From an optimization exercise on the open Yosys and OpenROAD flow, aimed at small area, a short achievable clock period and few clock cycles per item; shortcuts taken in it are not production practice. RTL that was checked went through simulation tests only; none was proved equivalent to the original. Only the layout flow was run in runs 3 to 5; the RTL was not checked for function there. Power and IR drop assume default switching activity.

==> flow/design.v, too long to show whole: its modules and the start of the top module <==
// module ppid_ytree: 1304 lines
// module ppid_ktree: 393 lines
// module ppid_core: 55 lines
// module positional_pid_antiwindup: 226 lines
module positional_pid_antiwindup
#(
  parameter int DATA_WIDTH     = DATA_WIDTH_DEF,
  parameter int GAIN_FRAC_BITS = GAIN_FRAC_BITS_DEF
) (
  input  logic                  clk,
  input  logic                  rst_n,
  input  logic                  cfg_we,
  input  logic [REG_IDX_W-1:0]  cfg_idx,
  input  logic [GAIN_W-1:0]     cfg_wdata,
  input  logic                  in_valid,
  output logic                  in_ready,
  input  logic [DATA_WIDTH-1:0] error_in,
  input  logic [DATA_WIDTH-1:0] target_in,
  input  logic [DATA_WIDTH-1:0] out_limit,
  output logic                  out_valid,
  input  logic                  out_ready,
  output logic [OUT_W-1:0]      control_out
);
  // ...
==> flow/flow/run.sh <==
#!/bin/bash
# The standard layout, with the full-adder mapping step turned off so ABC
# maps the adder trees itself (the platform's fa/ha cells are slow).
set -euo pipefail
bash standard.sh ADDER_MAP_FILE= finish > standard_flow.log 2>&1
==> flow/standard.sh <==
#!/bin/bash
# synth_recipe.tcl (not shown) runs the flow's synth.tcl, then flattens the netlist and writes it again
# the make line also repeats each setting of config.mk as NAME=value (left out here)
make -C /OpenROAD-flow-scripts/flow DESIGN_CONFIG=/design/flow/config.mk WORK_HOME=/design/flow/orfs CLKGATE_MAP_FILE= SYNTH_SCRIPT=/design/flow/synth_recipe.tcl "${@:-finish}"
==> flow/config.mk <==
export PLATFORM = sky130hd
export DESIGN_NAME = positional_pid_antiwindup
export DESIGN_NICKNAME = positional_pid_antiwindup
export VERILOG_FILES = /design/flow/design.v
export SDC_FILE = /design/flow/constraint.sdc
export NUM_CORES = 4
export LEC_CHECK = 0
export ABC_AREA = 1
export ABC_CLOCK_PERIOD_IN_PS = 3500
export CAP_MARGIN = 20
export CORE_MARGIN = 2
export CORE_UTILIZATION = 40
export SLEW_MARGIN = 20
==> flow/constraint.sdc <==
create_clock -name core_clock -period 12.0 [get_ports {clk}]
set_input_delay 2.4000 -clock core_clock [delete_from_list [all_inputs] [get_ports {clk}]]
set_output_delay 2.4000 -clock core_clock [all_outputs]
set_load 0.01 [all_outputs]
==> results.toml, run 1 <==
[cells_and_area]
final_cell_mix = "4542 x nand2_1, 1416 x inv_1, 921 x nand3_1, 847 x xor2_1, 787 x nor2_1"
nClkBuffers = 92
regMostFlops = "u_core.KI_r"
multi_input_gates = 9247
largest_reg_flops = 48
largestClassByArea = "multi-input combinational cells"
n_all_inverters = 1496
numSequentialCells = 576

[route]
drc = 0
vias_per_cell = 5.40
wire_per_inst_um = 22.0
wirelength_um = 305000

[setup_path]
r2r_end = "s1_ys[20]$_DFFE_PP_"
path_class = "register to register"
worst_path_most_repeated_cell = "nand2_1"

[logic_synthesis]
synthAdderAreaFrac_pct = 0.0297
yosys_most_used_dff = "edfxtp_1"
synth_edf_count = 333
synth-seq-cells = 576
synth_xor_area_share_pct = 12.9

[timing]
slew_viol_final = 0
fin_ws_ns = 6.98
worst_pin_slew_ns = 1.18
setup_viol = 0
setup_tns_ns = 0

[power_and_ir_drop]
top_power_group = "combinational cells"
p_int_mw = 6.97

[status]
status = "finished clean"

[min_path]
holdPathStages = 2

[place]
place_area_um2 = 70100
Testbench counts, summed over its fixed seeds: cycles 8,032, items 8,000.
==> run 2: changes to the inputs <==
==> flow/flow/run.sh (replaced) <==
#!/bin/bash
# The standard layout, with the full-adder mapping step turned off so ABC
# maps the adder trees itself (the platform's fa/ha cells are slow), and
# timing repair aimed at a setup slack margin, so that repair works on the
# paths that set the achieved period.
set -euo pipefail
bash standard.sh ADDER_MAP_FILE= SETUP_SLACK_MARGIN=8.2 finish > standard_flow.log 2>&1
==> run 2 against run 1 <==
Effect of this change: flip-flop and latch count unchanged; sequential power fell by 2%; combinational power up 7%; highest routed layer unchanged; register-to-register slack better by 1.3 ns; clock skew is 0.015 ns higher; critical path type is now input pin to register; power increased by 4.4%; first-iteration DRC count rose by 7.6%; fmax rose by 28%; global-route usage up 0.22 points; count of clock-buffer cells in the layout up 5; largest power group unchanged.
==> results.toml, run 2 <==
[status]
status = "finished clean"

[place]
pre_cts_slack_ns = 6.79
finalWeightedCongestion = 1.02
port_buffers = 104
hpwl_um = 244000
place_area_um2 = 70100

[clocking]
cts_made_buffers = 75
cts_hold_buffers = 0
cts.sinks = 576
cts_root_buffer = "clkbuf_16"
htreeDepth = 3
cts_max_path_buffers = 3
cts_tree = "built"
cts.clk_slew.worst_paths_ns = 0.07
insertion_delay_ns = 0.74

[timing]
fmax_mhz = 255
worst_pin_slew_ns = 1.12
holdWs_ns = 0.479
fin_ws_ns = 8.08
skew_ns = 0.0490
min_period_ns = 3.92
max_slew_margin_pct = 24.9
setup_tns_ns = 0
layout_worst_path_cycle_share_pct = 32.7
setup_viol = 0
hold_viol = 0
slew_viol_final = 0
rsz0062_at_grt = "yes"

[run]
cap_violations = 0

[logic_synthesis]
synth-seq-cells = 576
ys_seq_area_share_pct = 22.0
syn_area_per_cell_um2 = 5.78
synth_warnings = 2
synth_cell_types = 61
yosys-top-cells-count = "4542 x nand2_1, 1416 x inv_1, 922 x nand3_1"
synthCells = 11700
syn_nets = 11800
synth_area_leaders = "nand2_1 25%, edfxtp_1 15%, xor2_1 11%, inv_1 7.9%, dfxtp_1 7.2%"
synth_edf_count = 333
synth_top_area_share_pct = 25.3
synthArstFlopShare_pct = 0
yosysMostFrequentCell = "nand2_1"
synth_top_area_cell = "nand2_1"
syn_area_um2 = 67500
yosys_most_used_dff = "edfxtp_1"

[grt]
grt_usage_pct = 34.4
grt_max_degree = 79
grt_pass1_vias = 68300
antenna_found_initial = 13
overflow = 0
grt_first_pass_wirelength_um = 444000

[floorplan]
die_w_um = 415
dieArea_um2 = 172000
num_rows = 150
die_h_um = 415
core_area_um2 = 167000
initial_core_util_pct = 40.3
pin_count = 105

[route]
antenna_left = 0
initialDrtViolationCount = 7986
wire_per_inst_um = 22.1
vias = 76600
wirelength_um = 311000
drc = 0
vias_per_cell = 5.43
first_pass_iters = 8

[setup_path]
critPathRequiredTime_ns = 12.67
end_kind = "register"
critPathLaunchType = "input pin"
crit_arrival_ns = 4.60
path_class = "input pin to register"
rr_worst_depth = 25
cp_max_fo = 48

[cells_and_area]
regMostFlops = "u_core.KI_r"
ff_latch_area_um2 = 15000
finalInstanceArea_um2 = 77000
nFillCells = 17900
nets = 11900
reg.largest.list = "u_core.KI_r: 48 flops, s2_sy: 40 flops"
largest_reg_flops = 48
multi_input_area_um2 = 46900
final_layout_size_suffix_gt1_share_pct = 9.54
final_common_cell = "nand2_1"
final_cell_mix = "4412 x nand2_1, 1358 x inv_1, 878 x nand3_1, 820 x xor2_1, 762 x nor2_1"
area_growth_pct = 14.1

[min_path]
hp-class = "register to register"
holdPathStages = 2

[power_and_ir_drop]
vdd_drop_max_v = 0.000133
powerDensity_nw_per_um2 = 208
leakagePower_nw = 40.4
total_power_mw = 16.0
run 2: kinds of logic (layout without fill, tap and decap cells):
family          Yosys count  after routing  share of synthesized area (%)
simple gates           6739           6746                           41.1
xor+xnor                997            997                           12.9
buf+inv                1857           2062                           11.0
other cells               0              7                              0
compound gates         1509           1509                           12.9
fa+ha+maj                 2              2                         0.0297
flops                   576            576                           22.0
run 2: per-layer routing:
metal / part of all wire [%] / track usage (%)
met1: 42 / 45.1
met2: 43 / 53.0
met3: 8.6 / 5.41
met4: 7.2 / 21.1
met5: 0.0029 / 0
run 2: area by class of cell:
class	count	share of cell area, %
timing repair inverter	3	0.0260
clock inverter	42	0.577
tap	2204	3.58
inverter	1496	7.66
clock buffer	97	2.65
antenna	7	0.0227
timing repair buffer	424	5.11
multi-input combinational	9254	60.9
sequential	576	19.5
run 2: what timing repair did:
action	in CTS	in global routing
endpoints found under the setup margin	283	257
pin swaps	21	62
endpoints found under the hold margin	0	0
cloned	4	9
resized for setup	296	434
setup buffers	98	143
run 2: worst paths after layout:
| kind | slack, ns | start | to |
|---|---|---|---|
| worst max-delay path | 8.08 | cfg_idx[1] | kf_e[12]$_SDFFE_PN0P_ |
| worst min register to register | 0.48 | t1_r[13]$_SDFFE_PN0P_ | t1_r[13]$_SDFFE_PN0P_ |
| worst max register to register | 8.26 | s0_x[15]$_DFFE_PP_ | s1_ys[25]$_DFFE_PP_ |
| worst min-delay path | 0.48 | t1_r[13]$_SDFFE_PN0P_ | t1_r[13]$_SDFFE_PN0P_ |
run 2: report_power, final:
part,total [mW],switching (mW),internal (mW)
combinational,10.5,7.39,3.15
clock,2.35,1.00,1.34
sequential,3.13,0.340,2.79
total,16.0,8.74,7.29
run 2: critical path, stage by stage:
cell,delay [ns]
clkdlybuf4s50_1,0.59
nand3_2,0.10
buf_4,0.28
a21oi_1,0.59
o21ai_0,0.44
inv_1,0.12
run 2: stage by stage:
step,util (%),cells
after floorplan,-,11700
after global placement,41.9,13700
after detailed placement,41.9,13700
after CTS,44.3,13900
after global routing,46.0,14100
final,46.0,14100
==> module ppid_core, before the edit <==
module ppid_core (
  input  logic        clk,
  input  logic        rst_n,
  input  logic [15:0] ki,
  input  logic        ki_wr,
  input  logic        take,
  input  logic [1:0]  kind,
  input  logic [47:0] ys,
  input  logic [47:0] yc,
  input  logic [47:0] ks,
  input  logic [47:0] kc,
  input  logic [15:0] e,
  input  logic        pos,
  output logic [31:0] integ,
  output logic [47:0] sy
);
  logic [47:0] KI_r;
  logic [31:0] I_r;
  logic [47:0] kis;
  logic        hold;
  logic [32:0] isum;
  logic        satp, satn;
  logic [47:0] ki_pos, ki_neg;
  logic [16:0] ki_n;
  always_comb begin
    sy   = KI_r + ys + yc;
    hold = pos ? !sy[47] : sy[47];
    kis  = KI_r + ks + kc;
    isum = {I_r[31], I_r} + {{17{e[15]}}, e};
    satp = !isum[32] && isum[31];
    satn = isum[32] && !isum[31];
    ki_n   = -{ki[15], ki};
    ki_neg = {ki_n, 31'd0};
    ki_pos = {{1{ki[15]}}, ki, 31'd0} - {{32{ki[15]}}, ki};
  end
  always_ff @(posedge clk) begin
    if (!rst_n || ki_wr) begin
      KI_r <= '0;
    end else if (take) begin
      case (kind)
        2'd2: KI_r <= {kis[31:0], 16'd0};
        2'd1: KI_r <= kis;
        default: if (!hold) KI_r <= satp ? ki_pos : (satn ? ki_neg : kis);
      endcase
    end
  end
  always_ff @(posedge clk) begin
    if (!rst_n) begin
      I_r <= '0;
    end else if (take && kind == 2'd0 && !hold) begin
      I_r <= satp ? 32'h7fffffff : (satn ? 32'h80000000 : isum[31:0]);
    end
  end
  assign integ = I_r;
endmodule
==> module positional_pid_antiwindup, before the edit <==
module positional_pid_antiwindup
#(
  parameter int DATA_WIDTH     = DATA_WIDTH_DEF,
  parameter int GAIN_FRAC_BITS = GAIN_FRAC_BITS_DEF
) (
  input  logic                  clk,
  input  logic                  rst_n,
  input  logic                  cfg_we,
  input  logic [REG_IDX_W-1:0]  cfg_idx,
  input  logic [GAIN_W-1:0]     cfg_wdata,
  input  logic                  in_valid,
  output logic                  in_ready,
  input  logic [DATA_WIDTH-1:0] error_in,
  input  logic [DATA_WIDTH-1:0] target_in,
  input  logic [DATA_WIDTH-1:0] out_limit,
  output logic                  out_valid,
  input  logic                  out_ready,
  output logic [OUT_W-1:0]      control_out
);
  function automatic logic [23:0] booth_enc(input logic [15:0] g);
    logic [16:0] gx;
    logic [7:0]  one, two, neg;
    gx = {g, 1'b0};
    for (int i = 0; i < 8; i++) begin
      one[i] = gx[2*i+1] ^ gx[2*i];
      two[i] = (gx[2*i+2] & ~gx[2*i+1] & ~gx[2*i]) | (~gx[2*i+2] & gx[2*i+1] & gx[2*i]);
      neg[i] = gx[2*i+2];
    end
    booth_enc = {neg, two, one};
  endfunction
  logic [23:0] kp_e, kd_e, kf_e, ki_e;
  logic [15:0] ki_r;
  logic [23:0] wenc;
  logic        ki_wr;
  assign ki_wr = cfg_we && (cfg_idx == 2'd1);
  assign wenc  = booth_enc(cfg_wdata);
  always_ff @(posedge clk) begin
    if (!rst_n) begin
      kp_e <= '0;
      kd_e <= '0;
      kf_e <= '0;
      ki_e <= '0;
      ki_r <= '0;
    end else if (cfg_we) begin
      case (cfg_idx)
        2'd0: kp_e <= wenc;
        2'd1: begin ki_e <= wenc; ki_r <= cfg_wdata; end
        2'd2: kd_e <= wenc;
        default: kf_e <= wenc;
      endcase
    end
  end
  logic        go_r;        
  logic        in_rdy_r;
  logic [1:0]  inj_r;       
  logic        acc;
  logic        s0_v;
  logic [1:0]  s0_k;        
  logic [16:0] s0_x;
  logic [16:0] s0_dt;
  logic [15:0] s0_l;
  logic [15:0] e1_r, t1_r;
  logic [16:0] de_r;
  logic        s1_v;
  logic [1:0]  s1_k;
  logic [47:0] s1_ys, s1_yc, s1_ks, s1_kc;
  logic [15:0] s1_e;
  logic [15:0] s1_off;
  logic        s2_v;
  logic [39:0] s2_sy;
  logic [15:0] s2_noff;
  logic [31:0] integ_r;
  logic [47:0] sy;
  logic        push;
  logic        out_v, sk_v;
  logic [31:0] out_d, sk_d;
  logic [31:0] ctrl;
  logic        head_free;
  logic        out_v_n, sk_v_n, full_n;
  logic [1:0]  inj_n;
  assign acc      = in_valid && in_rdy_r;
  assign in_ready = in_rdy_r;
  always_ff @(posedge clk) begin
    if (go_r) begin
      s0_dt <= {target_in[15], target_in} - {t1_r[15], t1_r};
      s0_l  <= out_limit;
      case (inj_r)
        2'd2:    s0_x <= {integ_r[31], integ_r[31:16]};
        2'd1:    s0_x <= {1'b0, integ_r[15:0]};
        default: s0_x <= {error_in[15], error_in};
      endcase
    end
  end
  always_ff @(posedge clk) begin
    if (!rst_n) begin
      s0_v <= 1'b0;
      s0_k <= 2'd0;
      e1_r <= '0;
      t1_r <= '0;
      de_r <= '0;
    end else begin
      if (acc) t1_r <= target_in;
      if (go_r) begin
        s0_v <= acc || (inj_r != 2'd0);
        s0_k <= inj_r;
        if (s0_v && s0_k == 2'd0) begin
          e1_r <= s0_x[15:0];
          de_r <= {s0_x[15], s0_x[15:0]} - {e1_r[15], e1_r};
        end
      end
      if (ki_wr) s0_v <= 1'b0;
    end
  end
  logic [15:0] lneg, mag;
  logic        pos;
  logic [15:0] off;
  logic [47:0] ys, yc, ks, kc;
  always_comb begin
    lneg = -s0_l;
    if (s0_l[15]) mag = lneg[15] ? 16'h7fff : lneg;
    else          mag = s0_l;
    pos  = !s0_x[16] && (s0_x != 17'd0);
    off  = {pos, mag[14:0] ^ {15{pos}}};
  end
  ppid_ytree u_ytree (
    .kp_one(kp_e[7:0]), .kp_two(kp_e[15:8]), .kp_neg(kp_e[23:16]),
    .kd_one(kd_e[7:0]), .kd_two(kd_e[15:8]), .kd_neg(kd_e[23:16]),
    .kf_one(kf_e[7:0]), .kf_two(kf_e[15:8]), .kf_neg(kf_e[23:16]),
    .e(s0_x[15:0]), .de(de_r), .dt(s0_dt), .offh(off),
    .s(ys), .c(yc)
  );
  ppid_ktree u_ktree (
    .ki_one(ki_e[7:0]), .ki_two(ki_e[15:8]), .ki_neg(ki_e[23:16]),
    .x(s0_x),
    .s(ks), .c(kc)
  );
  always_ff @(posedge clk) begin
    if (go_r) begin
      s1_ys  <= ys;
      s1_yc  <= yc;
      s1_ks  <= ks;
      s1_kc  <= kc;
      s1_e   <= s0_x[15:0];
      s1_off <= off;
      s1_k   <= s0_k;
    end
  end
  always_ff @(posedge clk) begin
    if (!rst_n) s1_v <= 1'b0;
    else if (ki_wr) s1_v <= 1'b0;
    else if (go_r) s1_v <= s0_v;
  end
  ppid_core u_core (
    .clk     (clk),
    .rst_n   (rst_n),
    .ki      (ki_r),
    .ki_wr   (ki_wr),
    .take    (go_r && s1_v),
    .kind    (s1_k),
    .ys      (s1_ys),
    .yc      (s1_yc),
    .ks      (s1_ks),
    .kc      (s1_kc),
    .e       (s1_e),
    .pos     (s1_off[15]),
    .integ   (integ_r),
    .sy      (sy)
  );
  always_ff @(posedge clk) begin
    if (go_r) begin
      s2_sy   <= sy[47:8];
      s2_noff <= ~s1_off;
    end
  end
  always_ff @(posedge clk) begin
    if (!rst_n) s2_v <= 1'b0;
    else if (go_r) s2_v <= s1_v && (s1_k == 2'd0);
  end
  logic [39:0] c40;
  always_comb begin
    c40 = s2_sy + {{24{s2_noff[15]}}, s2_noff} + 40'd1;
    if (!c40[39] && (|c40[38:31]))      ctrl = 32'h7fffffff;
    else if (c40[39] && !(&c40[38:31])) ctrl = 32'h80000000;
    else                                ctrl = c40[31:0];
  end
  assign push      = go_r && s2_v;
  assign head_free = !out_v || out_ready;
  always_comb begin
    if (head_free) begin
      out_v_n = sk_v || push;
      sk_v_n  = sk_v && push;
      full_n  = sk_v && push;
    end else begin
      out_v_n = 1'b1;
      sk_v_n  = sk_v || push;
      full_n  = sk_v || push;
    end
    if (ki_wr)                      inj_n = 2'd2;
    else if (go_r && inj_r != 2'd0) inj_n = inj_r - 2'd1;
    else                            inj_n = inj_r;
  end
  always_ff @(posedge clk) begin
    if (head_free) begin
      if (sk_v) out_d <= sk_d;
      else if (push) out_d <= ctrl;
    end
    if (push) sk_d <= ctrl;
  end
  always_ff @(posedge clk) begin
    if (!rst_n) begin
      out_v    <= 1'b0;
      sk_v     <= 1'b0;
      go_r     <= 1'b1;
      in_rdy_r <= 1'b1;
      inj_r    <= 2'd0;
    end else begin
      out_v    <= out_v_n;
      sk_v     <= sk_v_n;
      go_r     <= !full_n;
      in_rdy_r <= !full_n && (inj_n == 2'd0);
      inj_r    <= inj_n;
    end
  end
  assign out_valid   = out_v;
  assign control_out = out_d;
endmodule
==> run 3: changes to the inputs <==
--- a/flow/design.v
+++ b/flow/design.v
@@ -15,6 +15,36 @@
     ppid_sum_w = ((dw + 1 > INTEG_W) ? (dw + 1 + GAIN_W) : (INTEG_W + GAIN_W)) + 2;
   endfunction
 endpackage
+module ppid_add #(
+  parameter int W = 8
+) (
+  input  logic [W-1:0] a,
+  input  logic [W-1:0] b,
+  input  logic         ci,
+  output logic [W-1:0] s
+);
+  localparam int L = $clog2(W);
+  logic [W-1:0] p, g, p0;
+  always_comb begin
+    p0 = a ^ b;
+    p  = p0;
+    g  = a & b;
+    g[0] = g[0] | (p[0] & ci);
+    for (int i = 1; i <= L; i++) begin
+      for (int j = 2**i - 1; j < W; j = j + 2**i) begin
+        g[j] = g[j] | (p[j] & g[j - 2**(i-1)]);
+        p[j] = p[j] & p[j - 2**(i-1)];
+      end
+    end
+    for (int i = L; i > 0; i--) begin
+      for (int j = 2**i + 2**(i-1) - 1; j < W; j = j + 2**i) begin
+        g[j] = g[j] | (p[j] & g[j - 2**(i-1)]);
+        p[j] = p[j] & p[j - 2**(i-1)];
+      end
+    end
+    s = p0 ^ {g[W-2:0], ci};
+  end
+endmodule
 module ppid_ytree (
   input  logic [7:0] kp_one,
   input  logic [7:0] kp_two,
@@ -1732,21 +1762,30 @@
   logic [47:0] KI_r;
   logic [31:0] I_r;
   logic [47:0] kis;
+  logic [47:0] sa, sb, ka, kb;
+  logic [16:0] ki_x, ki_n, ki_hi;
+  logic        ki_gt0;
   logic        hold;
   logic [32:0] isum;
   logic        satp, satn;
   logic [47:0] ki_pos, ki_neg;
-  logic [16:0] ki_n;
+  assign sa = KI_r ^ ys ^ yc;
+  assign sb = {(KI_r[46:0] & ys[46:0]) | (KI_r[46:0] & yc[46:0]) | (ys[46:0] & yc[46:0]), 1'b0};
+  assign ka = KI_r ^ ks ^ kc;
+  assign kb = {(KI_r[46:0] & ks[46:0]) | (KI_r[46:0] & kc[46:0]) | (ks[46:0] & kc[46:0]), 1'b0};
+  ppid_add #(.W(48)) u_sy  (.a(sa), .b(sb), .ci(1'b0), .s(sy));
+  ppid_add #(.W(48)) u_kis (.a(ka), .b(kb), .ci(1'b0), .s(kis));
+  ppid_add #(.W(33)) u_i   (.a({I_r[31], I_r}), .b({{17{e[15]}}, e}), .ci(1'b0), .s(isum));
+  assign ki_x   = {ki[15], ki};
+  assign ki_gt0 = !ki[15] && (ki != 16'd0);
+  ppid_add #(.W(17)) u_kin (.a(~ki_x), .b(17'd0), .ci(1'b1), .s(ki_n));
+  ppid_add #(.W(17)) u_kih (.a(ki_x), .b({17{ki_gt0}}), .ci(1'b0), .s(ki_hi));
   always_comb begin
-    sy   = KI_r + ys + yc;
-    hold = pos ? !sy[47] : sy[47];
-    kis  = KI_r + ks + kc;
-    isum = {I_r[31], I_r} + {{17{e[15]}}, e};
-    satp = !isum[32] && isum[31];
-    satn = isum[32] && !isum[31];
-    ki_n   = -{ki[15], ki};
+    hold   = pos ? !sy[47] : sy[47];
+    satp   = !isum[32] && isum[31];
+    satn   = isum[32] && !isum[31];
     ki_neg = {ki_n, 31'd0};
-    ki_pos = {{1{ki[15]}}, ki, 31'd0} - {{32{ki[15]}}, ki};
+    ki_pos = {ki_hi, {14{ki_n[16]}}, ki_n};
   end
   always_ff @(posedge clk) begin
     if (!rst_n || ki_wr) begin
@@ -1851,9 +1890,14 @@
   logic [1:0]  inj_n;
   assign acc      = in_valid && in_rdy_r;
   assign in_ready = in_rdy_r;
+  logic [16:0] dt_in, de_nxt;
+  assign dt_in = {target_in[15], target_in} - {t1_r[15], t1_r};
+  ppid_add #(.W(17)) u_de (
+    .a({s0_x[15], s0_x[15:0]}), .b(~{e1_r[15], e1_r}), .ci(1'b1), .s(de_nxt)
+  );
   always_ff @(posedge clk) begin
     if (go_r) begin
-      s0_dt <= {target_in[15], target_in} - {t1_r[15], t1_r};
+      s0_dt <= dt_in;
       s0_l  <= out_limit;
       case (inj_r)
         2'd2:    s0_x <= {integ_r[31], integ_r[31:16]};
@@ -1876,7 +1920,7 @@
         s0_k <= inj_r;
         if (s0_v && s0_k == 2'd0) begin
           e1_r <= s0_x[15:0];
-          de_r <= {s0_x[15], s0_x[15:0]} - {e1_r[15], e1_r};
+          de_r <= de_nxt;
         end
       end
       if (ki_wr) s0_v <= 1'b0;
@@ -1886,8 +1930,8 @@
   logic        pos;
   logic [15:0] off;
   logic [47:0] ys, yc, ks, kc;
+  ppid_add #(.W(16)) u_lneg (.a(~s0_l), .b(16'd0), .ci(1'b1), .s(lneg));
   always_comb begin
-    lneg = -s0_l;
     if (s0_l[15]) mag = lneg[15] ? 16'h7fff : lneg;
     else          mag = s0_l;
     pos  = !s0_x[16] && (s0_x != 17'd0);
@@ -1948,8 +1992,10 @@
     else if (go_r) s2_v <= s1_v && (s1_k == 2'd0);
   end
   logic [39:0] c40;
+  ppid_add #(.W(40)) u_out (
+    .a(s2_sy), .b({{24{s2_noff[15]}}, s2_noff}), .ci(1'b1), .s(c40)
+  );
   always_comb begin
-    c40 = s2_sy + {{24{s2_noff[15]}}, s2_noff} + 40'd1;
     if (!c40[39] && (|c40[38:31]))      ctrl = 32'h7fffffff;
     else if (c40[39] && !(&c40[38:31])) ctrl = 32'h80000000;
     else                                ctrl = c40[31:0];
==> run 3 against run 2 <==
Effect of this change: power is 4.1% lower; via count is 9.7% lower; routed wire length is 14% lower; synthesized cell count is 12% lower; fmax is 2.7% lower; clock skew is 0.015 ns lower; die area is 8.4% lower; design area is 2.7% lower; first-iteration DRC count is 11% lower.
==> results.toml, run 3 <==
[status]
status = "finished clean"

[clocking]
cts_hold_buffers = 0
cts_max_path_buffers = 3
cts_root_buffer = "clkbuf_16"
insertion_delay_ns = 0.71
htreeDepth = 3
cts.clk_slew.worst_paths_ns = 0.06
cts_tree = "built"
cts.sinks = 576
cts_made_buffers = 76

[timing]
setup_viol = 0
rsz0062_at_grt = "yes"
fmax_mhz = 248
max_slew_margin_pct = 24.0
holdWs_ns = 0.475
skew_ns = 0.0345
slew_viol_final = 0
hold_viol = 0
min_period_ns = 4.03
layout_worst_path_cycle_share_pct = 33.6
setup_tns_ns = 0
worst_pin_slew_ns = 1.14

[run]
cap_violations = 0

[setup_path]
critPathRequiredTime_ns = 12.46
cp-startpoint = "target_in[1]"
cp_max_fo = 3
end_kind = "register"
crit_arrival_ns = 4.49
path_class = "input pin to register"
critPathLaunchType = "input pin"
rr_startpoint = "s0_x[15]$_DFFE_PP_"

[logic_synthesis]
synth_warnings = 7
syn_area_per_cell_um2 = 6.02
synthCells = 10300
ys_seq_area_share_pct = 24.1
synthArstFlopShare_pct = 0
syn_nets = 10300
syn_area_um2 = 61800
synth_edf_count = 333
synth_area_leaders = "nand2_1 23%, edfxtp_1 16%, xor2_1 14%, inv_1 7.9%, dfxtp_1 7.9%"
yosysMostFrequentCell = "nand2_1"
synth_top_area_cell = "nand2_1"
yosys-top-cells-count = "3788 x nand2_1, 1300 x inv_1, 961 x xor2_1"
synth_cell_types = 62
synth-seq-cells = 576
yosys_most_used_dff = "edfxtp_1"
synth_top_area_share_pct = 23.0

[min_path]
hp-class = "register to register"
hp-start = "kf_e[8]$_SDFFE_PN0P_"

[cells_and_area]
final_cell_mix = "3614 x nand2_1, 1218 x inv_1, 893 x xor2_1, 625 x nand3_1, 572 x nor2_1"
nets = 10700
final_layout_size_suffix_gt1_share_pct = 13.6
area_growth_pct = 21.3
final_core_utilization_pct = 48.7
final_common_cell = "nand2_1"
layout.cells.non_filler = 12700
reg.largest.list = "u_core.KI_r: 48 flops, s2_sy: 40 flops"
regMostFlops = "u_core.KI_r"
largest_reg_flops = 48

[floorplan]
core_area_um2 = 154000
die_h_um = 397
initial_core_util_pct = 40.2
dieArea_um2 = 158000
pin_count = 105
die_w_um = 397
num_rows = 144

[power_and_ir_drop]
leakagePower_nw = 38.0
total_power_mw = 15.4
vdd_drop_max_v = 0.000126
powerDensity_nw_per_um2 = 205

[grt]
grt_first_pass_wirelength_um = 377000
grt_usage_pct = 31.8
overflow = 0
grt_max_degree = 165
grt_pass1_vias = 60300
antenna_found_initial = 8

[route]
vias_per_cell = 5.44
first_pass_iters = 9
wire_per_inst_um = 21.1
wirelength_um = 268000
initialDrtViolationCount = 7098
drc = 0
antenna_left = 0
vias = 69200

[place]
hpwl_um = 190000
dp_cells = 12100
finalWeightedCongestion = 1.03
port_buffers = 104
-- run 3: cell count changes after synthesis, moves of 37 or more --
| cell | change |
|---|---|
| a21boi_0 | -56 |
| a21oi_1 | -45 |
| buf_2 | -37 |
| inv_1 | -116 |
| nand2_1 | -754 |
| nand3_1 | -242 |
| nor2_1 | -189 |
| o21ai_0 | -119 |
| o22ai_1 | +199 |
| xor2_1 | +114 |
-- run 3: final timing paths --
path,slack (ns),cells after the start,to
hold reg to reg,0.48,2,kf_e[8]$_SDFFE_PN0P_
hold / removal,0.48,2,kf_e[8]$_SDFFE_PN0P_
setup / recovery,7.97,20,s0_dt[4]$_DFFE_PP_
setup reg to reg,8.24,19,s1_yc[28]$_DFFE_PP_
-- run 3: area by class of cell --
type | instances | area (um2)
fill | 15400 | 78800
multi-input combinational | 7972 | 42900
sequential | 576 | 15000
timing repair buffer | 598 | 6000
inverter | 1378 | 5660
tap | 2044 | 2560
clock buffer | 99 | 2160
clock inverter | 43 | 561
timing repair inverter | 8 | 62.6
antenna | 1 | 2.50
-- run 3: kinds of logic after synthesis --
kind of cell | count (synthesis) | share of synthesized area (%)
buf+inv | 1729 | 11.1
simple gates | 5478 | 36.6
compound gates | 1365 | 12.5
xor+xnor | 1109 | 15.8
flops | 576 | 24.1
fa+ha+maj | 1 | 0.0162
-- run 3: timing repair --
action,4_1_cts,5_1_grt
resized for setup,291,680
buffers inserted,180,233
endpoints found under the setup margin,279,224
hold endpoints to repair,0,0
pin swaps,38,107
gates cloned,14,26
-- run 3: through the flow --
step	setup slack, ns	instance area, um2
global placement	6.40	64400
finish	7.97	74900
floorplan	7.42	61900
CTS	8.15	69600
global route	7.92	74900
detailed placement	6.45	64400
-- run 3: where the power goes --
group	total, mW	leakage, nW	internal, mW	switching, mW
Clock	2.49	1.33	1.50	0.987
Combinational	9.77	31.2	3.28	6.49
Sequential	3.11	5.52	2.80	0.309
-- run 3: routing by layer --
layer | GRT usage [%] | up-vias | share of wire, %
li1 | - | 33400 | -
met1 | 41.2 | 31700 | 41
met2 | 48.5 | 3310 | 42
met3 | 7.60 | 812 | 11
met4 | 17.7 | 2 | 6.7
met5 | 0 | - | 0.0045
-- run 3: critical path, stage by stage --
cell and delay (ns):
buf_12 0.10, inv_6 0.03, nand2_4 0.05, nand2_4 0.06, o21ai_4 0.14, a21oi_2 0.08
nand2_1 0.08, nand2_2 0.06, buf_4 0.13, buf_4 0.13, buf_4 0.12, buf_4 0.12
buf_4 0.12, buf_4 0.12, buf_4 0.12, buf_4 0.13, buf_4 0.12, buf_4 0.12
buf_4 0.12, xor2_1 0.13
==> run 4: changes to the inputs <==
--- a/flow/flow/run.sh
+++ b/flow/flow/run.sh
@@ -4,4 +4,4 @@
 # timing repair aimed at a setup slack margin, so that repair works on the
 # paths that set the achieved period.
 set -euo pipefail
-bash standard.sh ADDER_MAP_FILE= SETUP_SLACK_MARGIN=8.2 finish > standard_flow.log 2>&1
+bash standard.sh ADDER_MAP_FILE= SETUP_SLACK_MARGIN=7.9 finish > standard_flow.log 2>&1
==> run 4 against run 3 <==
Effect of this change: fmax is 3.1% lower; critical endpoint is now ki_e[9]$_SDFFE_PN0P_; non-clock buffer count down 195; power fell by 6.8%; still clean; highest routed layer unchanged.
==> results.toml, run 4 <==
[min_path]
hold_end = "kf_e[8]$_SDFFE_PN0P_"
hp-start = "kf_e[8]$_SDFFE_PN0P_"
hp-class = "register to register"
holdPathStages = 2

[clocking]
cts_hold_buffers = 0
insertion_delay_ns = 0.71
cts.clk_slew.worst_paths_ns = 0.06
cts_root_buffer = "clkbuf_16"
cts.sinks = 576
cts_tree = "built"
cts_max_path_buffers = 3
cts_made_buffers = 75
htreeDepth = 3

[timing]
fmax_mhz = 240
setup_viol = 0
min_period_ns = 4.16
max_slew_margin_pct = 19.8
layout_worst_path_cycle_share_pct = 34.7
setup_tns_ns = 0
skew_ns = 0.0526
slew_viol_final = 0
holdWs_ns = 0.447
worst_pin_slew_ns = 1.20
hold_viol = 0
rsz0062_at_grt = "yes"

[route]
vias = 67700
first_pass_iters = 6
antenna_left = 0
vias_per_cell = 5.41
wirelength_um = 258000
wire_per_inst_um = 20.6
drc = 0
initialDrtViolationCount = 7164

[setup_path]
crit_arrival_ns = 4.75
rr_startpoint = "s0_x[15]$_DFFE_PP_"
crit_path_cell_trace = "clkdlybuf4s50_1, nand2_1, o21ai_0, inv_1, o22ai_1"
path_buf_inv = 2
end_kind = "register"
timing.critical_path.slowest_stage_cell = "clkdlybuf4s50_1"
r2r_end = "s1_yc[22]$_DFFE_PP_"
slowest_delay_ns = 0.82
path_delay_family = "buffers and inverters"
cp_max_fo = 8
critPathLaunchType = "input pin"
critPathRequiredTime_ns = 12.59
path_class = "input pin to register"
crit_cells = 5
rr_worst_depth = 17
r2r_setup_slack_ns = 7.99

[logic_synthesis]
synthAdderAreaFrac_pct = 0.0162
ys_seq_area_share_pct = 24.1
synth_simple_gate_area_share_pct = 36.6
synth-seq-cells = 576
syn_area_per_cell_um2 = 6.02
syn_nets = 10300
synth_compound_area_share_pct = 12.5
synth_xor_area_share_pct = 15.8
synth_top_area_share_pct = 23.0
synth_warnings = 7
synth_top_family_by_area = "simple AND/OR/NAND/NOR gates"
yosys-top-cells-count = "3788 x nand2_1, 1300 x inv_1, 961 x xor2_1"
syn_area_um2 = 61800
synthCells = 10300
synth_cell_types = 62
yosys_most_used_dff = "edfxtp_1"
muxShareOfSynthArea_pct = 0
synthArstFlopShare_pct = 0
yosysMostFrequentCell = "nand2_1"
synth_edf_count = 333
synth_top_area_cell = "nand2_1"
synth_area_leaders = "nand2_1 23%, edfxtp_1 16%, xor2_1 14%, inv_1 7.9%, dfxtp_1 7.9%"

[grt]
grt_max_degree = 96
grt_pass1_vias = 58900
overflow = 0
grt_first_pass_wirelength_um = 367000
antenna_found_initial = 10
grt_usage_pct = 30.9

[power_and_ir_drop]
p_sw_share_pct = 50.9
total_power_mw = 14.3
vdd_drop_max_v = 0.000120
clkPwrFrac_pct = 16.1
leakagePower_nw = 36.2
pwr-share-comb_pct = 62.2
p_int_mw = 7.04
power.share.sequential_pct = 21.7
p_sw_mw = 7.30
powerDensity_nw_per_um2 = 203

[floorplan]
num_rows = 144
core_area_um2 = 154000
pin_count = 105
dieArea_um2 = 158000
initial_core_util_pct = 40.2
die_w_um = 397
die_h_um = 397

[status]
status = "finished clean"

[place]
finalWeightedCongestion = 1.01
port_buffers = 104
place_area_um2 = 64300
hpwl_um = 190000
dp_cells = 12100

[cells_and_area]
reg.largest.list = "u_core.KI_r: 48 flops, s2_sy: 40 flops"
ff_latch_area_um2 = 14900
layout.cells.non_filler = 12500
regMostFlops = "u_core.KI_r"
largest_reg_flops = 48
nets = 10500
nFillCells = 15800
final_cell_mix = "3746 x nand2_1, 1244 x inv_1, 944 x xor2_1, 661 x nand3_1, 590 x nor2_1"
finalInstanceArea_um2 = 70600
area_growth_pct = 14.2
final_common_cell = "nand2_1"
final_layout_size_suffix_gt1_share_pct = 8.41
multi_input_area_um2 = 41100

[run]
cap_violations = 0
-- run 4: cell count changes in the layout (fill, tap and decap cells not counted), sizes merged, moves of 5 or more --
cell           delta
buf             -191
clkinvlp         -14
bufinv            -5
clkdlybuf4s50    +36
inv               +9
dlygate4sd2      -36
-- run 4: routing by layer --
layer	vias to the layer above	share of wire, %	track usage (%)
li1	33000	-	-
met1	30800	41	40.7
met2	3173	42	47.0
met3	721	11	7.26
met4	10	6.0	16.1
met5	-	0.031	0
-- run 4: worst max path at each step --
| stage | startpoint | to | slack [ns] |
|---|---|---|---|
| 4_1_cts | target_in[0] | s0_dt[16]$_DFFE_PP_ | 7.90 |
| 3_5_place_dp | target_in[1] | s0_dt[16]$_DFFE_PP_ | 6.45 |
| 3_3_place_gp | target_in[1] | s0_dt[16]$_DFFE_PP_ | 6.37 |
| 6_report | cfg_wdata[3] | ki_e[9]$_SDFFE_PN0P_ | 7.84 |
| 5_1_grt | target_in[1] | s0_dt[16]$_DFFE_PP_ | 7.84 |
| 2_1_floorplan | target_in[1] | s0_dt[15]$_DFFE_PP_ | 7.42 |
-- run 4: repair_timing --
| action | in CTS | in global routing |
|---|---|---|
| endpoints found under the setup margin | 229 | 219 |
| setup buffers | 55 | 169 |
| gates resized for setup | 112 | 280 |
| endpoints found under the hold margin | 0 | 0 |
| pin swaps | 19 | 47 |
| gates cloned | 4 | 18 |
-- run 4: per-stage QoR --
step | setup WS (ns) | util (%)
2_1_floorplan | 7.42 | -
3_3_place_gp | 6.37 | 41.9
3_5_place_dp | 6.45 | 41.9
4_1_cts | 7.90 | 44.0
5_1_grt | 7.84 | 45.9
6_report | 7.84 | 45.9
-- run 4: final cells by class --
type | count | share of cell area (%)
multi-input combinational | 7967 | 58.2
sequential | 576 | 21.2
inverter | 1378 | 7.80
timing repair buffer | 403 | 5.63
tap | 2044 | 3.62
clock buffer | 98 | 2.89
clock inverter | 42 | 0.638
timing repair inverter | 2 | 0.0213
antenna | 1 | 0.00355
-- run 4: cell families (layout without fill, tap and decap cells) --
logic type | after synthesis | after routing
xor gates and xnor gates | 1109 | 1109
DFF | 576 | 576
AOI/OAI and AO/OA | 1365 | 1365
buffers and inverters | 1729 | 1923
adders and majority gates | 1 | 1
other | 0 | 1
and+or+nand+nor | 5478 | 5492
-- run 4: power by group through the flow --
stage                     logic (mW)  registers, mW  clock network [mW]
after global placement          7.94           3.13                   0
final                           8.92           3.11                2.31
after floorplan                 6.09           2.99                   0
after CTS                       8.26           3.10                2.35
after detailed placement        8.11           3.14                   0
after global routing            9.96           3.14                2.42
-- run 4: worst register-to-register path, stage by stage (launching register included) --
cell,delay [ns]
edfxtp_1,0.45
buf_4,0.23
o21ai_0,0.12
xor2_1,0.95
nor2_1,0.18
inv_1,0.16
nand3_1,0.09
nand2_1,0.09
inv_1,0.06
o21ai_0,0.48
nand3b_1,0.21
nand2_1,0.10
inv_1,0.06
nand3_1,0.07
nand2_1,0.11
nand3_1,0.20
nand3_1,0.14
nand2_1,0.06
==> run 5: changes to the inputs <==
--- a/flow/config.mk
+++ b/flow/config.mk
@@ -9,5 +9,6 @@
 export ABC_CLOCK_PERIOD_IN_PS = 3500
 export CAP_MARGIN = 20
 export CORE_MARGIN = 2
-export CORE_UTILIZATION = 40
+export CORE_UTILIZATION = 55
+export CTS_BUF_LIST = sky130_fd_sc_hd__clkbuf_4 sky130_fd_sc_hd__clkbuf_8
 export SLEW_MARGIN = 20
==> run 5 against run 4 <==
Effect of this change: sequential power about the same; setup slack gained 0.12 ns; first-iteration DRC count increased by 20%; via count up 1.7%; design area shrank 2.2%; hold slack better by 0.023 ns; register-to-register slack lost 0.03 ns; area after synthesis is the same; routed wire length is 3.1% lower.
==> results.toml, run 5 <==
[power_and_ir_drop]
total_power_mw = 13.9
clkPwrFrac_pct = 13.9
vdd_drop_max_v = 0.000166
p_sw_share_pct = 52.1
leakagePower_nw = 35.9
p_sw_mw = 7.25
power.share.sequential_pct = 22.1
pwr-share-comb_pct = 64.0
powerDensity_nw_per_um2 = 202
p_int_mw = 6.68

[grt]
grt_util_met3_pct = 10.3
overflow = 0
grt_max_degree = 111
grt_first_pass_wirelength_um = 358000
grt_pass1_vias = 60200
top_usage_layer = "met2"
gr-usage-met1_pct = 53.2
grt_usage_pct = 40.9
globalRouteMet2Util_pct = 60.9
antenna_found_initial = 10

[logic_synthesis]
synth_warnings = 7
yosys-top-cells-count = "3788 x nand2_1, 1300 x inv_1, 961 x xor2_1"
synth_top_area_cell = "nand2_1"
synth_cell_types = 62
yosys_most_used_dff = "edfxtp_1"
synth_top_area_share_pct = 23.0
ys_seq_area_share_pct = 24.1
synth_edf_count = 333
syn_nets = 10300
syn_area_um2 = 61800
synthArstFlopShare_pct = 0
synthCells = 10300
syn_area_per_cell_um2 = 6.02
synth-seq-cells = 576
synth_area_leaders = "nand2_1 23%, edfxtp_1 16%, xor2_1 14%, inv_1 7.9%, dfxtp_1 7.9%"
yosysMostFrequentCell = "nand2_1"

[timing]
rsz0062_at_grt = "yes"
hold_viol = 0
worst_pin_slew_ns = 1.26
fmax_mhz = 248
slew_viol_final = 0
layout_worst_path_cycle_share_pct = 33.7
max_slew_margin_pct = 15.3
setup_tns_ns = 0
skew_ns = 0.111
min_period_ns = 4.04
setup_viol = 0

[route]
initialDrtViolationCount = 8588
wirelength_um = 250000
first_pass_iters = 9
antenna_left = 0
vias_per_cell = 5.76
drc = 0
vias = 68900
wire_per_inst_um = 20.9

[setup_path]
crit_arrival_ns = 4.52
r2r_setup_slack_ns = 7.96
end_kind = "register"
path_buf_inv = 4
critPathLaunchType = "register"
slowest_delay_ns = 0.59
path_class = "register to register"
worst_path_most_repeated_cell = "nand2_1"
crit_path_cell_trace = "clkinvlp_4, o22ai_1, xor2_1, inv_1, nand2_1, nand2_1, nand3_1, nand3_1, nand2_1, inv_1, o21ai_0, nand3b_1, nand2_1, nand2_1, nand2_1, inv_1, nand2_1, nand2_1, nand3b_1, nand2_1"
timing.critical_path.slowest_stage_cell = "o21ai_0"
cp_max_fo = 17
path_delay_family = "simple AND/OR/NAND/NOR gates"
critPathRequiredTime_ns = 12.48

[cells_and_area]
multi_input_area_um2 = 41000
final_common_cell = "nand2_1"
area_growth_pct = 11.8
reg.largest.list = "u_core.KI_r: 48 flops, s2_sy: 40 flops"
regMostFlops = "u_core.KI_r"
final_cell_mix = "3760 x nand2_1, 1250 x inv_1, 936 x xor2_1, 666 x nand3_1, 589 x nor2_1"
final_layout_size_suffix_gt1_share_pct = 8.38
largest_reg_flops = 48
nFillCells = 10600
nets = 10500
ff_latch_area_um2 = 14900

[floorplan]
dieArea_um2 = 115000
pin_count = 105
die_w_um = 339
core_area_um2 = 111000
num_rows = 122
initial_core_util_pct = 55.7
die_h_um = 339

[clocking]
cts_tree = "built"
insertion_delay_ns = 0.82
cts_max_path_buffers = 3
cts.clk_slew.worst_paths_ns = 0.06
cts_hold_buffers = 0
cts.sinks = 576
htreeDepth = 3
cts_made_buffers = 100
cts_root_buffer = "clkbuf_8"

[place]
hpwl_um = 183000
finalWeightedCongestion = 1.06
port_buffers = 104

[status]
status = "finished clean"

[min_path]
hp-class = "register to register"

[run]
cap_violations = 0
==> run 5: cell counts after synthesis <==
Identical to the previous run, type by type.
==> run 5: per-layer routing <==
metal,up-vias,wire length (um)
met1,30900,97300
met4,10,17800
met5,-,76
met3,953,33000
met2,4030,102000
li1,32900,-
==> run 5: worst reg2reg max path, cell delays in order (launching register included) <==
cell	delay (ns)
dfxtp_1	0.39
clkinvlp_4	0.44
o22ai_1	0.34
xor2_1	0.36
inv_1	0.13
nand2_1	0.11
nand2_1	0.05
nand3_1	0.17
nand3_1	0.10
nand2_1	0.09
inv_1	0.06
o21ai_0	0.59
nand3b_1	0.20
nand2_1	0.09
nand2_1	0.08
nand2_1	0.10
inv_1	0.09
nand2_1	0.05
nand2_1	0.10
nand3b_1	0.12
nand2_1	0.06
==> run 5: cell families (layout without fill, tap and decap cells) <==
logic type	count (synthesis)	in the layout	synth area share, %
flip-flops	576	576	24.1
XOR/XNOR	1109	1109	15.8
other	0	3	0
adder cells (fa/ha/maj)	1	1	0.0162
buffers and inverters	1729	1927	11.1
AO/OA/AOI/OAI	1365	1365	12.5
AND/OR/NAND/NOR	5478	5490	36.6
==> run 5: stage by stage <==
| step | hold WS, ns | setup WS, ns | utilization, % | cells | cell area [um2] |
|---|---|---|---|---|---|
| after floorplan | 0.409 | 7.42 | - | 10300 | 61900 |
| after global placement | 0.454 | 6.45 | 57.3 | 11600 | 63600 |
| after detailed placement | 0.464 | 6.47 | 57.3 | 11600 | 63600 |
| after CTS | 0.471 | 7.83 | 59.8 | 11800 | 66400 |
| after global routing | 0.498 | 7.81 | 62.2 | 12000 | 69000 |
| final | 0.471 | 7.96 | 62.2 | 12000 | 69000 |
==> run 5: power groups by stage <==
stage	Clock, mW	Combinational, mW	Sequential, mW
after floorplan	0	6.09	2.99
after global placement	0	7.91	3.09
after detailed placement	0	8.12	3.10
after CTS	1.96	8.25	3.06
after global routing	2.05	9.85	3.11
final	1.94	8.91	3.08
==> run 5: final timing paths <==
kind                         start               endpoint  depth (start not counted)
max           kd_e[3]$_SDFFE_PN0P_    s1_yc[24]$_DFFE_PP_                         20
min          t1_r[14]$_SDFFE_PN0P_  t1_r[14]$_SDFFE_PN0P_                          2
max reg2reg   kd_e[3]$_SDFFE_PN0P_    s1_yc[24]$_DFFE_PP_                         20
min reg2reg  t1_r[14]$_SDFFE_PN0P_  t1_r[14]$_SDFFE_PN0P_                          2
==> run 5: what timing repair did <==
item / in CTS / in global routing
gates resized for setup: 102 / 261
pin swaps: 11 / 38
gates cloned: 4 / 13
setup buffers: 33 / 157
setup endpoints to repair: 226 / 192
hold endpoints to repair: 0 / 0
==> run 5: final cells by class <==
cell class,instances,area share (%)
Multi-Input combinational cell,7965,59.4
Sequential cell,576,21.6
Inverter,1378,7.90
Timing Repair Buffer,364,5.21
Tap cell,1488,2.70
Clock buffer,144,2.57
Clock inverter,38,0.498
Timing Repair inverter,3,0.0326
Antenna cell,3,0.0109
==> run 6: changes to the inputs <==
--- a/flow/design.v
+++ b/flow/design.v
@@ -23,7 +23,7 @@
   input  logic         ci,
   output logic [W-1:0] s
 );
-  localparam int L = $clog2(W);
+  localparam int L = 6;   
   logic [W-1:0] p, g, p0;
   always_comb begin
     p0 = a ^ b;
--- a/flow/config.mk
+++ b/flow/config.mk
@@ -9,6 +9,6 @@
 export ABC_CLOCK_PERIOD_IN_PS = 3500
 export CAP_MARGIN = 20
 export CORE_MARGIN = 2
-export CORE_UTILIZATION = 55
+export CORE_UTILIZATION = 65
 export CTS_BUF_LIST = sky130_fd_sc_hd__clkbuf_4 sky130_fd_sc_hd__clkbuf_8
 export SLEW_MARGIN = 20
==> run 6 against run 5 <==
Effect of this change: register-to-register slack lost 0.04 ns; setup slack got worse by 0.037 ns; die area down 15%; hold slack got worse by 0.019 ns; fmax decreased by 0.91%; combinational power up 0.4%; power grew 0.39%; critical path depth grew 2; via count rose by 3.2%; largest power group unchanged.
==> results.toml, run 6 <==
[status]
status = "finished clean"

[logic_synthesis]
syn_area_um2 = 61800
synth_area_leaders = "nand2_1 23%, edfxtp_1 16%, xor2_1 14%, inv_1 7.9%, dfxtp_1 7.9%"
yosys_most_used_dff = "edfxtp_1"
yosysMostFrequentCell = "nand2_1"
syn_nets = 10300
synth-seq-cells = 576
ys_seq_area_share_pct = 24.1
syn_area_per_cell_um2 = 6.02
synthArstFlopShare_pct = 0
synth_top_area_share_pct = 23.0
yosys-top-cells-count = "3788 x nand2_1, 1300 x inv_1, 961 x xor2_1"
synth_top_area_cell = "nand2_1"
synthCells = 10300
synth_cell_types = 62
synth_edf_count = 333
synth_warnings = 7

[route]
antenna_left = 0
vias_per_cell = 6.06
wire_per_inst_um = 21.4
wirelength_um = 251000
first_pass_iters = 8
initialDrtViolationCount = 10400
drc = 0
vias = 71100

[power_and_ir_drop]
pwr-share-comb_pct = 64.0
leakagePower_nw = 35.9
powerDensity_nw_per_um2 = 204
p_sw_share_pct = 52.6
power.share.sequential_pct = 22.2
p_int_mw = 6.63
clkPwrFrac_pct = 13.8
p_sw_mw = 7.36
vdd_drop_max_v = 0.000157

[cells_and_area]
reg.largest.list = "u_core.KI_r: 48 flops, s2_sy: 40 flops"
ff_latch_area_um2 = 14900
area_growth_pct = 11.2
largest_reg_flops = 48
layout.cells.non_filler = 11700
final_common_cell = "nand2_1"
final_cell_mix = "3752 x nand2_1, 1250 x inv_1, 943 x xor2_1, 667 x nand3_1, 589 x nor2_1"
nets = 10500
regMostFlops = "u_core.KI_r"
nFillCells = 7864
multi_input_area_um2 = 40900
final_layout_size_suffix_gt1_share_pct = 8.08

[setup_path]
path_delay_family = "simple AND/OR/NAND/NOR gates"
crit_path_cell_trace = "buf_12, nand2_1, inv_1, nor2_2, nand2_2, nor4_4, nand4_1, nor2_1, nand2_2, nand2_2, nand2_1, nand2_1, nand2_1, nand2_1, nand2_1, nand2_2, xor2_4, clkinvlp_4, nand2_8, nand2_1, nand2_1, nand2_1"
path_class = "register to register"
slowest_delay_ns = 0.43
cp_max_fo = 25
end_kind = "register"
worst_path_most_repeated_cell = "nand2_1"
crit_arrival_ns = 4.59
path_buf_inv = 3
critPathRequiredTime_ns = 12.51
critPathLaunchType = "register"
timing.critical_path.slowest_stage_cell = "edfxtp_1"

[clocking]
cts_max_path_buffers = 3
cts_root_buffer = "clkbuf_8"
htreeDepth = 3
cts_tree = "built"
cts_made_buffers = 98
insertion_delay_ns = 0.82
cts.sinks = 576
cts.clk_slew.worst_paths_ns = 0.07

[grt]
grt_pass1_vias = 62300
antenna_found_initial = 14
overflow = 0
grt_usage_pct = 47.6
grt_max_degree = 111
grt_first_pass_wirelength_um = 355000

[floorplan]
die_w_um = 312
num_rows = 113
dieArea_um2 = 97500
initial_core_util_pct = 65.3
core_area_um2 = 94600
die_h_um = 312
pin_count = 105

[timing]
hold_viol = 0
rsz0062_at_grt = "yes"
min_period_ns = 4.08
fmax_mhz = 245
worst_pin_slew_ns = 1.36
setup_tns_ns = 0
max_slew_margin_pct = 8.11
skew_ns = 0.101
slew_viol_final = 0
layout_worst_path_cycle_share_pct = 34.0
setup_viol = 0

[place]
finalWeightedCongestion = 1.08
hpwl_um = 178000
port_buffers = 104
dp_cells = 11300

[min_path]
hp-class = "register to register"

[run]
cap_violations = 0
-- run 6: final timing paths --
check        slack, ns  depth (start not counted)             startpoint                   end
min reg2reg       0.45                          2   kf_e[8]$_SDFFE_PN0P_  kf_e[8]$_SDFFE_PN0P_
max               7.92                         22  s2_noff[15]$_DFFE_PP_    out_d[9]$_DFFE_PP_
min               0.45                          2   kf_e[8]$_SDFFE_PN0P_  kf_e[8]$_SDFFE_PN0P_
max reg2reg       7.92                         22  s2_noff[15]$_DFFE_PP_    out_d[9]$_DFFE_PP_
-- run 6: logic make-up (layout without fill, tap and decap cells) --
family                     Yosys count  count (layout)  share of synthesized area [%]
xor gates and xnor gates          1109            1109                           15.8
and+or+nand+nor                   5478            5490                           36.6
adders and majority gates            1               1                         0.0162
AOI/OAI and AO/OA                 1365            1365                           12.5
buffers and inverters             1729            1921                           11.1
other                                0              10                              0
DFF                                576             576                           24.1
-- run 6: final cells by class --
class,instances,share of cell area (%)
Inverter,1378,8.01
Clock buffer,132,2.41
Tap cell,1265,2.31
Clock inverter,48,0.631
Sequential cell,576,21.7
Antenna cell,10,0.0365
Timing Repair inverter,3,0.0310
Timing Repair Buffer,360,5.19
Multi-Input combinational cell,7965,59.6
-- run 6: layer usage --
layer	GRT usage [%]	part of all wire (%)	up-vias
li1	-	-	33000
met1	58.1	35	31400
met2	69.7	40	5200
met3	16.4	16	1504
met4	34.3	9.3	8
met5	0	0.043	-
-- run 6: power by group through the flow --
| stage | Sequential [mW] | Clock [mW] | Combinational [mW] |
|---|---|---|---|
| 6_report | 3.10 | 1.94 | 8.95 |
| 4_1_cts | 3.07 | 1.92 | 8.21 |
| 3_3_place_gp | 3.09 | 0 | 7.76 |
| 3_5_place_dp | 3.11 | 0 | 8.07 |
| 5_1_grt | 3.12 | 2.02 | 9.79 |
| 2_1_floorplan | 2.99 | 0 | 6.09 |
-- run 6: repair_timing --
| action | CTS | global route |
|---|---|---|
| gates cloned | 4 | 15 |
| hold buffers | 0 | 0 |
| setup buffers | 26 | 161 |
| pin swaps | 10 | 36 |
| setup endpoints to repair | 229 | 214 |
| resized for setup | 92 | 257 |
-- run 6: worst register-to-register path: stages (launching register included) --
cell	delay, ns
edfxtp_1	0.43
buf_12	0.19
nand2_1	0.12
inv_1	0.06
nor2_2	0.18
nand2_2	0.12
nor4_4	0.32
nand4_1	0.30
nor2_1	0.21
nand2_2	0.11
nand2_2	0.10
nand2_1	0.07
nand2_1	0.08
nand2_1	0.07
nand2_1	0.06
nand2_1	0.07
nand2_2	0.11
xor2_4	0.27
clkinvlp_4	0.38
nand2_8	0.26
nand2_1	0.14
nand2_1	0.09
nand2_1	0.05
-- run 6: stage by stage --
step                util (%)  area (um2)  setup slack, ns  hold slack [ns]  power [mW]
detailed placement      67.0       63300             6.44            0.438        11.2
floorplan                  -       61900             7.42            0.409        9.07
finish                  72.6       68700             7.92            0.452        14.0
CTS                     69.7       65900             7.88            0.451        13.2
global placement        67.0       63300             6.44            0.431        10.8
global route            72.6       68600             7.79            0.478        14.9
Testbench counts of run 6, summed over its fixed seeds: cycles 8,032, items 8,000.
==> run 7: changes to the inputs <==
--- a/flow/config.mk
+++ b/flow/config.mk
@@ -9,6 +9,6 @@
 export ABC_CLOCK_PERIOD_IN_PS = 3500
 export CAP_MARGIN = 20
 export CORE_MARGIN = 2
-export CORE_UTILIZATION = 65
+export CORE_UTILIZATION = 55
 export CTS_BUF_LIST = sky130_fd_sc_hd__clkbuf_4 sky130_fd_sc_hd__clkbuf_8
 export SLEW_MARGIN = 20
==> run 7 against run 6 <==
Effect of this change: still clean on timing, DRC and antenna; clock skew increased by 0.010 ns; first-iteration DRC count decreased by 17%; setup slack improved by 0.037 ns; fmax up 0.92%; area after synthesis unchanged; design area rose by 0.55%; die area is 18% higher; hold slack improved by 0.019 ns; count of clock-buffer cells in the layout grew 12; critical path depth down 2; sequential power barely moved; synthesized cell count unchanged; largest cell class unchanged.
==> results.toml, run 7 <==
[grt]
antenna_found_initial = 10
grt_pass1_vias = 60200
grt_first_pass_wirelength_um = 358000
grt_usage_pct = 40.9
overflow = 0
grt_max_degree = 111

[logic_synthesis]
syn_area_um2 = 61800
syn_area_per_cell_um2 = 6.02
synth_area_leaders = "nand2_1 23%, edfxtp_1 16%, xor2_1 14%, inv_1 7.9%, dfxtp_1 7.9%"
synth-seq-cells = 576
synth_cell_types = 62
synth_edf_count = 333
synthCells = 10300
synth_warnings = 7
yosysMostFrequentCell = "nand2_1"
synth_top_area_cell = "nand2_1"
ys_seq_area_share_pct = 24.1
yosys-top-cells-count = "3788 x nand2_1, 1300 x inv_1, 961 x xor2_1"
syn_nets = 10300
synth_top_area_share_pct = 23.0
yosys_most_used_dff = "edfxtp_1"
synthArstFlopShare_pct = 0

[power_and_ir_drop]
leakagePower_nw = 35.9
vdd_drop_max_v = 0.000166
powerDensity_nw_per_um2 = 202

[route]
drc = 0
initialDrtViolationCount = 8588
vias_per_cell = 5.76
antenna_left = 0
wire_per_inst_um = 20.9
first_pass_iters = 9
vias = 68900
wirelength_um = 250000

[clocking]
cts.clk_slew.worst_paths_ns = 0.06
cts_made_buffers = 100
cts_max_path_buffers = 3
insertion_delay_ns = 0.82
cts_root_buffer = "clkbuf_8"
cts.sinks = 576
htreeDepth = 3
cts_tree = "built"
cts_hold_buffers = 0

[cells_and_area]
largest_reg_flops = 48
nets = 10500
regMostFlops = "u_core.KI_r"
reg.largest.list = "u_core.KI_r: 48 flops, s2_sy: 40 flops"
final_common_cell = "nand2_1"
area_growth_pct = 11.8
final_layout_size_suffix_gt1_share_pct = 8.38
final_cell_mix = "3760 x nand2_1, 1250 x inv_1, 936 x xor2_1, 666 x nand3_1, 589 x nor2_1"

[timing]
setup_viol = 0
slew_viol_final = 0
layout_worst_path_cycle_share_pct = 33.7
min_period_ns = 4.04
hold_viol = 0
skew_ns = 0.111
rsz0062_at_grt = "yes"
holdWs_ns = 0.471
max_slew_margin_pct = 15.3
setup_tns_ns = 0
worst_pin_slew_ns = 1.26
fmax_mhz = 248

[run]
cap_violations = 0

[setup_path]
critPathLaunchType = "register"
path_class = "register to register"
crit_arrival_ns = 4.52
critPathRequiredTime_ns = 12.48
end_kind = "register"
cp_max_fo = 17

[floorplan]
die_w_um = 339
pin_count = 105
die_h_um = 339
num_rows = 122
dieArea_um2 = 115000
core_area_um2 = 111000
initial_core_util_pct = 55.7

[status]
status = "finished clean"

[min_path]
hp-class = "register to register"

[place]
port_buffers = 104
finalWeightedCongestion = 1.06
hpwl_um = 183000
-- run 7: routing by layer --
layer / vias to the layer above / share of wire (%) / routed length [um] / global-route usage, %
li1: 32900 / - / - / -
met1: 30900 / 39 / 97300 / 53.2
met2: 4030 / 41 / 102000 / 60.9
met3: 953 / 13 / 33000 / 10.3
met4: 10 / 7.1 / 17800 / 24.9
met5: - / 0.030 / 76 / 0
-- run 7: cell families after synthesis --
group	share of synthesized area, %
simple gates	36.6
compound gates	12.5
flops	24.1
fa+ha+maj	0.0162
buf+inv	11.1
xor+xnor	15.8
-- run 7: layout make-up --
class / instances / area (um2)
antenna: 3 / 7.51
clock buffer: 144 / 1780
clock inverter: 38 / 344
fill: 10600 / 41900
inverter: 1378 / 5450
multi-input combinational: 7965 / 41000
sequential: 576 / 14900
tap: 1488 / 1860
timing repair buffer: 364 / 3600
timing repair inverter: 3 / 22.5
-- run 7: worst max-delay path, cell delays in order (launching register included) --
cell        delay, ns
dfxtp_1          0.39
clkinvlp_4       0.44
o22ai_1          0.32
xor2_1           0.36
inv_1            0.13
nand2_1          0.11
nand2_1          0.05
nand3_1          0.17
nand3_1          0.10
nand2_1          0.09
inv_1            0.06
o21ai_0          0.59
nand3b_1         0.20
nand2_1          0.09
nand2_1          0.08
nand2_1          0.10
inv_1            0.09
nand2_1          0.05
nand2_1          0.10
nand3b_1         0.12
nand2_1          0.06
-- run 7: repair_timing --
| action | in CTS | in global routing |
|---|---|---|
| cloned | 4 | 13 |
| pin swaps | 11 | 38 |
| resized for setup | 102 | 261 |
| buffers inserted | 33 | 157 |
| endpoints found under the setup margin | 226 | 192 |
-- run 7: through the flow --
| stage | worst slack [ns] | util (%) | area, um2 | std cells | power (mW) |
|---|---|---|---|---|---|
| after floorplan | 7.42 | - | 61900 | 10300 | 9.07 |
| after global placement | 6.45 | 57.3 | 63600 | 11600 | 11.0 |
| after detailed placement | 6.47 | 57.3 | 63600 | 11600 | 11.2 |
| after CTS | 7.83 | 59.8 | 66400 | 11800 | 13.3 |
| after global routing | 7.81 | 62.2 | 69000 | 12000 | 15.0 |
| final | 7.96 | 62.2 | 69000 | 12000 | 13.9 |
-- run 7: path summary, 6_finish.rpt --
path,from,slack (ns),cells after the start,end
max reg2reg,kd_e[3]$_SDFFE_PN0P_,7.96,20,s1_yc[24]$_DFFE_PP_
min,t1_r[14]$_SDFFE_PN0P_,0.47,2,t1_r[14]$_SDFFE_PN0P_
max,kd_e[3]$_SDFFE_PN0P_,7.96,20,s1_yc[24]$_DFFE_PP_
min reg2reg,t1_r[14]$_SDFFE_PN0P_,0.47,2,t1_r[14]$_SDFFE_PN0P_
-- run 7: report_power, final --
| group | switching (mW) | internal (mW) |
|---|---|---|
| clock | 0.891 | 1.05 |
| sequential | 0.277 | 2.80 |
| combinational | 6.08 | 2.83 |
| total | 7.25 | 6.68 |
==> run 8: changes to the inputs <==
--- a/flow/flow/run.sh
+++ b/flow/flow/run.sh
@@ -4,4 +4,4 @@
 # timing repair aimed at a setup slack margin, so that repair works on the
 # paths that set the achieved period.
 set -euo pipefail
-bash standard.sh ADDER_MAP_FILE= SETUP_SLACK_MARGIN=7.9 finish > standard_flow.log 2>&1
+bash standard.sh ADDER_MAP_FILE= SETUP_SLACK_MARGIN=8.0 finish > standard_flow.log 2>&1
==> run 8 against run 7 <==
Effect of this change: flip-flop and latch count stayed put; critical path depth is 2 higher; still clean; global-route usage is 0.33 points higher; design area is 0.99% higher; register-to-register slack better by 0.05 ns; largest power group unchanged; critical endpoint is now s1_yc[18]$_DFFE_PP_; largest cell class unchanged; clock skew is 0.050 ns lower; cell count is 0.30% higher.
==> results.toml, run 8 <==
[route]
vias = 69100
vias_per_cell = 5.76
drc = 0
wire_per_inst_um = 20.8
initialDrtViolationCount = 8357
wirelength_um = 250000
first_pass_iters = 9
antenna_left = 0

[clocking]
cts_made_buffers = 102
cts_root_buffer = "clkbuf_8"
cts_tree = "built"
cts.clk_slew.worst_paths_ns = 0.07
htreeDepth = 3
cts_max_path_buffers = 3
cts_hold_buffers = 0
insertion_delay_ns = 0.83
cts.sinks = 576

[timing]
worst_pin_slew_ns = 1.08
slew_viol_final = 0
rsz0062_at_grt = "yes"
skew_ns = 0.0609
layout_worst_path_cycle_share_pct = 33.2
setup_tns_ns = 0
fmax_mhz = 251
setup_viol = 0
min_period_ns = 3.99
max_slew_margin_pct = 27.2
hold_viol = 0

[power_and_ir_drop]
powerDensity_nw_per_um2 = 206
total_power_mw = 14.4
leakagePower_nw = 36.3
vdd_drop_max_v = 0.000151

[setup_path]
critPathLaunchType = "register"
path_class = "register to register"
timing.critical_path.slowest_stage_cell = "dfxtp_2"
path_buf_inv = 5
critPathRequiredTime_ns = 12.54
crit_arrival_ns = 4.53
worst_path_most_repeated_cell = "nand2_1"
cp_max_fo = 10
path_delay_family = "simple AND/OR/NAND/NOR gates"
end_kind = "register"
crit_path_cell_trace = "clkinvlp_4, buf_4, xor2_2, nand2_1, nand3b_1, nand2_1, inv_1, nand2_1, nand3_1, nand3_1, nand2_1, nand4_1, nand2_1, inv_1, nand2_1, nand2_1, nand2_1, nand4_1, nand2_1, inv_1, nand2_1, nand2_1"
slowest_delay_ns = 0.54

[floorplan]
die_h_um = 339
num_rows = 122
pin_count = 105
dieArea_um2 = 115000
initial_core_util_pct = 55.7
die_w_um = 339
core_area_um2 = 111000

[place]
port_buffers = 104
hpwl_um = 182000
finalWeightedCongestion = 1.06

[grt]
grt_first_pass_wirelength_um = 361000
antenna_found_initial = 7
grt_max_degree = 96
grt_usage_pct = 41.3
overflow = 0
grt_pass1_vias = 60700

[logic_synthesis]
synth-seq-cells = 576
synthArstFlopShare_pct = 0
synth_top_area_cell = "nand2_1"
synth_top_area_share_pct = 23.0
synth_edf_count = 333
syn_area_um2 = 61800
synth_area_leaders = "nand2_1 23%, edfxtp_1 16%, xor2_1 14%, inv_1 7.9%, dfxtp_1 7.9%"
synthCells = 10300
synth_warnings = 7
yosysMostFrequentCell = "nand2_1"
syn_area_per_cell_um2 = 6.02
ys_seq_area_share_pct = 24.1
yosys-top-cells-count = "3788 x nand2_1, 1300 x inv_1, 961 x xor2_1"
yosys_most_used_dff = "edfxtp_1"
syn_nets = 10300
synth_cell_types = 62

[status]
status = "finished clean"

[cells_and_area]
nets = 10500
final_cell_mix = "3734 x nand2_1, 1247 x inv_1, 937 x xor2_1, 655 x nand3_1, 591 x nor2_1"
reg.largest.list = "u_core.KI_r: 48 flops, s2_sy: 40 flops"
area_growth_pct = 12.9
largest_reg_flops = 48
regMostFlops = "u_core.KI_r"
final_core_utilization_pct = 62.8
final_layout_size_suffix_gt1_share_pct = 9.08
final_common_cell = "nand2_1"

[run]
cap_violations = 0

[min_path]
hp-class = "register to register"
[run 8: cell counts after synthesis]
No cell type changed its count.
[run 8: final cells by class]
cell class	instances	area [um2]
multi-input combinational	7964	41200
inverter	1378	5490
tap	1488	1860
sequential	576	14900
clock buffer	142	1770
timing repair inverter	2	16.3
fill	10500	41300
timing repair buffer	391	3710
antenna	4	10.0
clock inverter	50	723
[run 8: path summary, 6_finish.rpt]
path	from	end	slack, ns	cells past startpoint
max	kf_e[17]$_SDFFE_PN0P_	s1_yc[18]$_DFFE_PP_	8.01	22
min	s1_v$_SDFFE_PP0P_	s1_v$_SDFFE_PP0P_	0.47	2
max reg2reg	kf_e[17]$_SDFFE_PN0P_	s1_yc[18]$_DFFE_PP_	8.01	22
min reg2reg	s1_v$_SDFFE_PP0P_	s1_v$_SDFFE_PP0P_	0.47	2
[run 8: cells by family (layout without fill, tap and decap cells)]
family	Yosys count	after routing	synth area share, %
AND/OR/NAND/NOR	5478	5489	36.6
buffers and inverters	1729	1963	11.1
AO/OA/AOI/OAI	1365	1365	12.5
XOR/XNOR	1109	1109	15.8
flip-flops	576	576	24.1
adder cells (fa/ha/maj)	1	1	0.0162
other	0	4	0
[run 8: worst min-delay path: cells and delay by family (launching register included)]
kind | cells | cell delay (ns)
AO/OA/AOI/OAI | 1 | 0.05
AND/OR/NAND/NOR | 1 | 0.06
flip-flops | 1 | 0.31
[run 8: through the flow]
| step | std cells | setup WS (ns) | hold WS (ns) | area (um2) |
|---|---|---|---|---|
| 2_1_floorplan | 10300 | 7.42 | 0.409 | 61900 |
| 3_3_place_gp | 11600 | 6.46 | 0.454 | 63600 |
| 3_5_place_dp | 11600 | 6.50 | 0.458 | 63600 |
| 4_1_cts | 11800 | 8.00 | 0.469 | 67200 |
| 5_1_grt | 12000 | 7.88 | 0.492 | 69700 |
| 6_report | 12000 | 8.01 | 0.473 | 69700 |
[run 8: what timing repair did]
item	in CTS	in global routing
pin swaps	21	42
resized for setup	177	280
buffers inserted	67	153
gates cloned	10	5
setup endpoints to repair	264	224
[run 8: power by group]
part | internal, mW | leakage, nW | switching (mW)
Sequential | 2.80 | 5.50 | 0.271
Clock | 1.34 | 1.30 | 0.929
Combinational | 2.85 | 29.5 | 6.18
Total | 6.98 | 36.3 | 7.38
[run 8: metal layers]
layer / GRT usage (%) / part of all wire, % / vias up
met5: 0 / 0.053 / -
met4: 26.2 / 7.4 / 10
met3: 11.8 / 13 / 938
met2: 61.4 / 41 / 3859
met1: 52.4 / 38 / 31300
li1: - / - / 33000
